Background: an optimization exercise with open tools, aiming at small area, a short achievable clock period and few clock cycles per item. Do not read the settings as production practice. In this exercise RTL edits were held to simulation tests only and were not proved equivalent to the original. Power is estimated from default activity; no workload was simulated.

red:
==> flow/design.v <==
module phos_fec_v1_adc_zs_scanner #(
    parameter  int ADC_BITS     = 12,
    parameter  int ADC_CHIPS    = 2,
    parameter  int ADC_CHIP_NCH = 32,
    localparam int ADC_NCH      = ADC_CHIPS * ADC_CHIP_NCH,
    localparam int CH_W         = $clog2(ADC_NCH),
    localparam int WORD_W       = 1 + CH_W + ADC_BITS
) (
    input  logic                        clk_i,
    input  logic                        rst_n_i,
    input  logic [ADC_NCH*ADC_BITS-1:0] adc_pdata_i,
    input  logic                        adc_valid_i,
    input  logic                        trig_i,
    input  logic                        zs_en_i,
    input  logic [ADC_BITS-1:0]         thr_i,
    input  logic                        ped_we_i,
    input  logic [CH_W-1:0]             ped_addr_i,
    input  logic [ADC_BITS-1:0]         ped_data_i,
    output logic                        m_valid_o,
    input  logic                        m_ready_i,
    output logic [WORD_W-1:0]           m_data_o,
    output logic                        busy_o,
    output logic [15:0]                 evt_cnt_o,
    output logic [15:0]                 drop_cnt_o
);
    localparam int B = ADC_BITS;
    logic                        busy_q;       
    logic                        arm_q;        
    logic                        scan_q;       
    logic                        sel_v_q;      
    logic                        m_valid_q;
    logic [15:0]                 evt_q;
    logic [15:0]                 drop_q;
    logic [ADC_NCH-1:0][B-1:0]   ped_q;
    logic [ADC_NCH-1:0][B-1:0]   snap_q;
    logic [ADC_NCH-1:0]          mask_q;
    logic [CH_W:0]               nword_q;
    logic                        sel_eoe_q;
    logic [CH_W-1:0]             sel_ch_q;
    logic [B-1:0]                sel_smp_q;
    logic [B-1:0]                sel_ped_q;
    logic [WORD_W-1:0]           m_data_q;
    logic [B-1:0]        thr_n;
    logic [ADC_NCH-1:0]  pass_in;
    assign thr_n = ~thr_i;
    for (genvar c = 0; c < ADC_NCH; c++) begin : g_ch
        phos_fec_v1_adc_zs_pass #(.B(B)) u_pass (
            .s_i     (adc_pdata_i[c*B +: B]),
            .pn_i    (~ped_q[c]),
            .thr_n_i (thr_n),
            .zs_en_i (zs_en_i),
            .pass_o  (pass_in[c])
        );
    end
    logic [ADC_NCH-1:0] below;
    logic [ADC_NCH-1:0] first;
    logic               any;
    phos_fec_v1_adc_zs_lowest #(.N(ADC_NCH)) u_lowest (
        .mask_i  (mask_q),
        .below_o (below),
        .first_o (first),
        .any_o   (any)
    );
    logic [B-1:0]    pick_smp, pick_ped;
    logic [CH_W-1:0] pick_ch;
    phos_fec_v1_adc_zs_select #(.N(ADC_NCH), .B(B)) u_select (
        .mask_i   (mask_q),
        .smp_i    (snap_q),
        .ped_i    (ped_q),
        .smp_o    (pick_smp),
        .ped_o    (pick_ped),
        .ch_o     (pick_ch)
    );
    logic [B-1:0] diff;
    phos_fec_v1_adc_zs_diff #(.B(B)) u_diff (
        .s_i    (sel_smp_q),
        .p_i    (sel_ped_q),
        .diff_o (diff)
    );
    logic [ADC_NCH-1:0] ped_wr;
    phos_fec_v1_adc_zs_decode #(.N(ADC_NCH)) u_decode (
        .we_i   (ped_we_i),
        .addr_i (ped_addr_i),
        .wr_o   (ped_wr)
    );
    logic adv, trig_ok, eoe_done;
    assign adv      = !m_valid_q || m_ready_i;            
    assign trig_ok  = trig_i && !busy_q;
    assign eoe_done = m_valid_q && m_ready_i && m_data_q[WORD_W-1];
    always_ff @(posedge clk_i or negedge rst_n_i) begin
        if (!rst_n_i) begin
            busy_q    <= 1'b0;
            arm_q     <= 1'b0;
            scan_q    <= 1'b0;
            sel_v_q   <= 1'b0;
            m_valid_q <= 1'b0;
            evt_q     <= '0;
            drop_q    <= '0;
            ped_q     <= '0;
        end else begin
            for (int c = 0; c < ADC_NCH; c++)
                if (ped_wr[c]) ped_q[c] <= ped_data_i;
            if (trig_i && busy_q && (drop_q != 16'hFFFF)) drop_q <= drop_q + 16'd1;
            if (trig_ok)       busy_q <= 1'b1;
            else if (eoe_done) busy_q <= 1'b0;
            if (trig_ok)          arm_q <= 1'b1;
            else if (adc_valid_i) arm_q <= 1'b0;
            if (arm_q && adc_valid_i)   scan_q <= 1'b1;
            else if (adv && !any)       scan_q <= 1'b0;
            if (adv) begin
                sel_v_q   <= scan_q;
                m_valid_q <= sel_v_q;
                if (sel_v_q && sel_eoe_q) evt_q <= evt_q + 16'd1;
            end
        end
    end
    always_ff @(posedge clk_i) begin
        if (arm_q) begin
            snap_q  <= adc_pdata_i;
            mask_q  <= pass_in;
            nword_q <= '0;
        end else if (scan_q && adv) begin
            mask_q  <= mask_q & below;
            if (any) nword_q <= nword_q + 1'b1;
        end
        if (adv) begin
            sel_eoe_q <= !any;
            sel_ch_q  <= pick_ch;
            sel_smp_q <= pick_smp;
            sel_ped_q <= pick_ped;
            if (sel_eoe_q) m_data_q <= {1'b1, {CH_W{1'b0}}, B'(nword_q)};
            else           m_data_q <= {1'b0, sel_ch_q, diff};
        end
    end
    assign m_valid_o  = m_valid_q;
    assign m_data_o   = m_data_q;
    assign busy_o     = busy_q;
    assign evt_cnt_o  = evt_q;
    assign drop_cnt_o = drop_q;
endmodule
module phos_fec_v1_adc_zs_pass #(
    parameter int B = 12
) (
    input  logic [B-1:0] s_i,
    input  logic [B-1:0] pn_i,
    input  logic [B-1:0] thr_n_i,
    input  logic         zs_en_i,
    output logic         pass_o
);
    logic [B-1:0] sm, cy;
    logic [B:0]   g, p;
    always_comb begin
        sm = s_i ^ pn_i ^ thr_n_i;
        cy = (s_i & pn_i) | (s_i & thr_n_i) | (pn_i & thr_n_i);
        g[0] = sm[0];           
        p[0] = 1'b1;
        for (int i = 1; i < B; i++) begin
            g[i] = sm[i] & cy[i-1];
            p[i] = sm[i] | cy[i-1];
        end
        g[B] = 1'b0;            
        p[B] = cy[B-1];
        for (int d = 1; d <= B; d = d * 2) begin
            logic [B:0] g2, p2;
            g2 = g;
            p2 = p;
            for (int i = 0; i <= B; i++) begin
                if ((i / d) % 2 == 1) begin
                    g2[i] = g[i] | (p[i] & g[(i / d) * d - 1]);
                    p2[i] = p[i] & p[(i / d) * d - 1];
                end
            end
            g = g2;
            p = p2;
        end
        pass_o = !zs_en_i || g[B];
    end
endmodule
module phos_fec_v1_adc_zs_lowest #(
    parameter int N = 64
) (
    input  logic [N-1:0] mask_i,
    output logic [N-1:0] below_o,
    output logic [N-1:0] first_o,
    output logic         any_o
);
    always_comb begin
        logic [N-1:0] o;
        o = mask_i;
        for (int d = 1; d < N; d = d * 2) begin
            logic [N-1:0] o2;
            o2 = o;
            for (int i = 0; i < N; i++)
                if ((i / d) % 2 == 1) o2[i] = o[i] | o[(i / d) * d - 1];
            o = o2;
        end
        below_o = {o[N-2:0], 1'b0};
        any_o   = o[N-1];
        first_o = mask_i & ~below_o;
    end
endmodule
module phos_fec_v1_adc_zs_select #(
    parameter  int N = 64,
    parameter  int B = 12,
    localparam int W = $clog2(N),
    localparam int G = N / 8
) (
    input  logic [N-1:0]        mask_i,
    input  logic [N-1:0][B-1:0] smp_i,
    input  logic [N-1:0][B-1:0] ped_i,
    output logic [B-1:0]        smp_o,
    output logic [B-1:0]        ped_o,
    output logic [W-1:0]        ch_o
);
    logic [G-1:0][2*B+3:0] part;     
    for (genvar g = 0; g < G; g++) begin : g_grp
        phos_fec_v1_adc_zs_select8 #(.B(B)) u_sel8 (
            .mask_i   (mask_i[g*8 +: 8]),
            .smp_i    (smp_i[g*8 +: 8]),
            .ped_i    (ped_i[g*8 +: 8]),
            .part_o   (part[g])
        );
    end
    phos_fec_v1_adc_zs_merge #(.G(G), .B(B)) u_merge (
        .part_i (part),
        .smp_o  (smp_o),
        .ped_o  (ped_o),
        .ch_o   (ch_o)
    );
endmodule
module phos_fec_v1_adc_zs_select8 #(
    parameter int B = 12
) (
    input  logic [7:0]        mask_i,
    input  logic [7:0][B-1:0] smp_i,
    input  logic [7:0][B-1:0] ped_i,
    output logic [2*B+3:0]    part_o
);
    logic [7:0]   oh;
    logic [B-1:0] smp, ped;
    logic [2:0]   ch;
    always_comb begin
        for (int i = 0; i < 8; i++) oh[i] = mask_i[i] && !(|(mask_i & ((8'd1 << i) - 8'd1)));
        smp = '0;
        ped = '0;
        ch  = '0;
        for (int i = 0; i < 8; i++) begin
            smp = smp | ({B{oh[i]}} & smp_i[i]);
            ped = ped | ({B{oh[i]}} & ped_i[i]);
            ch  = ch  | ({3{oh[i]}} & 3'(i));
        end
        part_o = {|mask_i, ch, ped, smp};
    end
endmodule
module phos_fec_v1_adc_zs_merge #(
    parameter  int G = 8,
    parameter  int B = 12,
    localparam int W = $clog2(G) + 3
) (
    input  logic [G-1:0][2*B+3:0] part_i,
    output logic [B-1:0]          smp_o,
    output logic [B-1:0]          ped_o,
    output logic [W-1:0]          ch_o
);
    logic [G-1:0] gany, goh;
    always_comb begin
        for (int g = 0; g < G; g++) gany[g] = part_i[g][2*B+3];
        for (int g = 0; g < G; g++) goh[g] = gany[g] && !(|(gany & ((G'(1) << g) - G'(1))));
        smp_o = '0;
        ped_o = '0;
        ch_o  = '0;
        for (int g = 0; g < G; g++) begin
            smp_o = smp_o | ({B{goh[g]}} & part_i[g][B-1:0]);
            ped_o = ped_o | ({B{goh[g]}} & part_i[g][2*B-1:B]);
            ch_o  = ch_o  | ({W{goh[g]}} & {$clog2(G)'(g), part_i[g][2*B+2:2*B]});
        end
    end
endmodule
module phos_fec_v1_adc_zs_diff #(
    parameter int B = 12
) (
    input  logic [B-1:0] s_i,
    input  logic [B-1:0] p_i,
    output logic [B-1:0] diff_o
);
    logic [B-1:0] g, p, x, c;
    always_comb begin
        x = s_i ^ ~p_i;
        g = s_i & ~p_i;
        p = s_i | ~p_i;
        g[0] = g[0] | p[0];
        for (int d = 1; d < B; d = d * 2) begin
            logic [B-1:0] g2, p2;
            g2 = g;
            p2 = p;
            for (int i = 0; i < B; i++) begin
                if ((i / d) % 2 == 1) begin
                    g2[i] = g[i] | (p[i] & g[(i / d) * d - 1]);
                    p2[i] = p[i] & p[(i / d) * d - 1];
                end
            end
            g = g2;
            p = p2;
        end
        c = {g[B-2:0], 1'b1};
        diff_o = g[B-1] ? (x ^ c) : '0;
    end
endmodule
module phos_fec_v1_adc_zs_decode #(
    parameter  int N = 64,
    localparam int W = $clog2(N)
) (
    input  logic         we_i,
    input  logic [W-1:0] addr_i,
    output logic [N-1:0] wr_o
);
    logic [7:0] hi, lo;
    always_comb begin
        for (int i = 0; i < 8; i++) begin
            hi[i] = we_i && (addr_i[5:3] == 3'(i));
            lo[i] = (addr_i[2:0] == 3'(i));
        end
        for (int c = 0; c < N; c++) wr_o[c] = hi[c / 8] && lo[c % 8];
    end
endmodule
clock: 7.0 ns
lec_check: 0
cap_margin: 20
core_margin: 2
core_utilization: 40
setup_slack_margin: 4.0
slew_margin: 20
synth_hierarchical: 1
synth_minimum_keep_size: 0
tns_end_percent: 5
standard.sh (not shown) runs the stock make flow with config.mk's settings and CLKGATE_MAP_FILE= SYNTH_SCRIPT=/design/flow/synth_recipe.tcl, a recipe that flattens the netlist after the stock synthesis.
==> flow/flow/run.sh <==
#!/bin/bash
set -euo pipefail
bash standard.sh "BUFFER_PORTS_ARGS=-buffer_cell sky130_fd_sc_hd__buf_2" finish > flow_make.log 2>&1
red finished every step from synthesis to the final layout, and the layout passed the timing, DRC and antenna checks.
Testbench counts of red, summed over its fixed seeds: cycles 13,667, events 1,200.
For blue, these inputs were changed with respect to red:
-- flow/design.v --
<<< red, line 65
    logic [CH_W-1:0] pick_ch;
    phos_fec_v1_adc_zs_select #(.N(ADC_NCH), .B(B)) u_select (
        .mask_i   (mask_q),
        .smp_i    (snap_q),
        .ped_i    (ped_q),
>>> blue, line 65
    logic [CH_W-1:0] pick_ch;
    phos_fec_v1_adc_zs_select #(.N(ADC_NCH), .B(B)) u_select (
        .onehot_i (first), 
        .smp_i    (snap_q),
        .ped_i    (ped_q),
<<< red, line 206
    localparam int G = N / 8
) (
    input  logic [N-1:0]        mask_i,
    input  logic [N-1:0][B-1:0] smp_i,
    input  logic [N-1:0][B-1:0] ped_i,
>>> blue, line 206
    localparam int G = N / 8
) (
    input  logic [N-1:0]        onehot_i,
    input  logic [N-1:0][B-1:0] smp_i,
    input  logic [N-1:0][B-1:0] ped_i,
<<< red, line 216
    for (genvar g = 0; g < G; g++) begin : g_grp
        phos_fec_v1_adc_zs_select8 #(.B(B)) u_sel8 (
            .mask_i   (mask_i[g*8 +: 8]),
            .smp_i    (smp_i[g*8 +: 8]),
            .ped_i    (ped_i[g*8 +: 8]),
>>> blue, line 216
    for (genvar g = 0; g < G; g++) begin : g_grp
        phos_fec_v1_adc_zs_select8 #(.B(B)) u_sel8 (
            .onehot_i (onehot_i[g*8 +: 8]),
            .smp_i    (smp_i[g*8 +: 8]),
            .ped_i    (ped_i[g*8 +: 8]),
<<< red, line 232
    parameter int B = 12
) (
    input  logic [7:0]        mask_i,
    input  logic [7:0][B-1:0] smp_i,
    input  logic [7:0][B-1:0] ped_i,
    output logic [2*B+3:0]    part_o
);
    logic [7:0]   oh;
    logic [B-1:0] smp, ped;
    logic [2:0]   ch;
    always_comb begin
        for (int i = 0; i < 8; i++) oh[i] = mask_i[i] && !(|(mask_i & ((8'd1 << i) - 8'd1)));
        smp = '0;
        ped = '0;
        ch  = '0;
        for (int i = 0; i < 8; i++) begin
            smp = smp | ({B{oh[i]}} & smp_i[i]);
            ped = ped | ({B{oh[i]}} & ped_i[i]);
            ch  = ch  | ({3{oh[i]}} & 3'(i));
        end
        part_o = {|mask_i, ch, ped, smp};
    end
endmodule
>>> blue, line 232
    parameter int B = 12
) (
    input  logic [7:0]        onehot_i,
    input  logic [7:0][B-1:0] smp_i,
    input  logic [7:0][B-1:0] ped_i,
    output logic [2*B+3:0]    part_o
);
    logic [B-1:0] smp, ped;
    logic [2:0]   ch;
    always_comb begin
        smp = '0;
        ped = '0;
        ch  = '0;
        for (int i = 0; i < 8; i++) begin
            smp = smp | ({B{onehot_i[i]}} & smp_i[i]);
            ped = ped | ({B{onehot_i[i]}} & ped_i[i]);
            ch  = ch  | ({3{onehot_i[i]}} & 3'(i));
        end
        part_o = {|onehot_i, ch, ped, smp};
    end
endmodule
<<< red, line 263
    output logic [W-1:0]          ch_o
);
    logic [G-1:0] gany, goh;
    always_comb begin
        for (int g = 0; g < G; g++) gany[g] = part_i[g][2*B+3];
        for (int g = 0; g < G; g++) goh[g] = gany[g] && !(|(gany & ((G'(1) << g) - G'(1))));
        smp_o = '0;
        ped_o = '0;
        ch_o  = '0;
        for (int g = 0; g < G; g++) begin
            smp_o = smp_o | ({B{goh[g]}} & part_i[g][B-1:0]);
            ped_o = ped_o | ({B{goh[g]}} & part_i[g][2*B-1:B]);
            ch_o  = ch_o  | ({W{goh[g]}} & {$clog2(G)'(g), part_i[g][2*B+2:2*B]});
        end
    end
>>> blue, line 261
    output logic [W-1:0]          ch_o
);
    always_comb begin
        smp_o = '0;
        ped_o = '0;
        ch_o  = '0;
        for (int g = 0; g < G; g++) begin
            smp_o = smp_o | part_i[g][B-1:0];
            ped_o = ped_o | part_i[g][2*B-1:B];
            ch_o  = ch_o  | {({($clog2(G)){part_i[g][2*B+3]}} & $clog2(G)'(g)), part_i[g][2*B+2:2*B]};
        end
    end
Results
- red → blue: power shrank by 7.7 mW; routed length on met1 fell 11 mm.
- red ended up with sel_smp_q[10] as its termination of the worst setup path; blue ended up with sel_ped_q[9].
- ~same area growth from synthesis to layout in blue and red
- blue against red: synthesized cell count went down 4.1%, area of all placed cells without fillers went down by 3.0%.
- Final period utilization (blue over red): increase, 4.8 points
- Total wire length, blue vs red: down by a few percent
- Comparing blue and red, detail-routed via count per cell is lower on blue.
- In blue, the worst-case headroom to the max-slew limit came out 1.4 points below the value in red.
- Insertion delay to the later sink of the worst-skew pair came out lower on blue than on red.
- | power attributed to the clock group | lower: blue |
- Min global routing met1 resource utilization across blue and red: blue
- On blue: number of cells on the critical path is 5 higher than what red gave.
- Looking only at number of antenna violations at the first check in global routing, and setting everything else aside, the higher value of blue and red goes to red.
Testbench counts of blue, summed over its fixed seeds: cycles 13,667, events 1,200.

re-timing with driven ports:
Ports are ideal in the flow. The routed layouts listed here were re-timed in OpenROAD.
Step 1 assumes that a clkbuf_16 drives the clock port and a buf_2 every other input.
Step 2 adds t to the input delays and takes it off the output delays; t is the mean of the earliest and latest rising clock arrival at the registers after step 1. Input paths then give back, and output paths get back, about the clock's delay inside the block.
a / b / c = ideal ports / drivers / drivers and shift; a / b = the first two.
| run | t (ns) | slack for setup (ns) | latest minus earliest clock arrival (ns) |
|---|---|---|---|
| red | 0.994 | 3.756 / 3.747 / 3.017 | 0.106 / 0.106 |
| blue | 0.969 | 3.419 / 3.419 / 2.610 | 0.080 / 0.079 |
After both steps every run listed still meets setup and hold. The setup slack of blue, which loses most, moves by 0.000 ns with the drivers and by -0.809 ns with both steps.
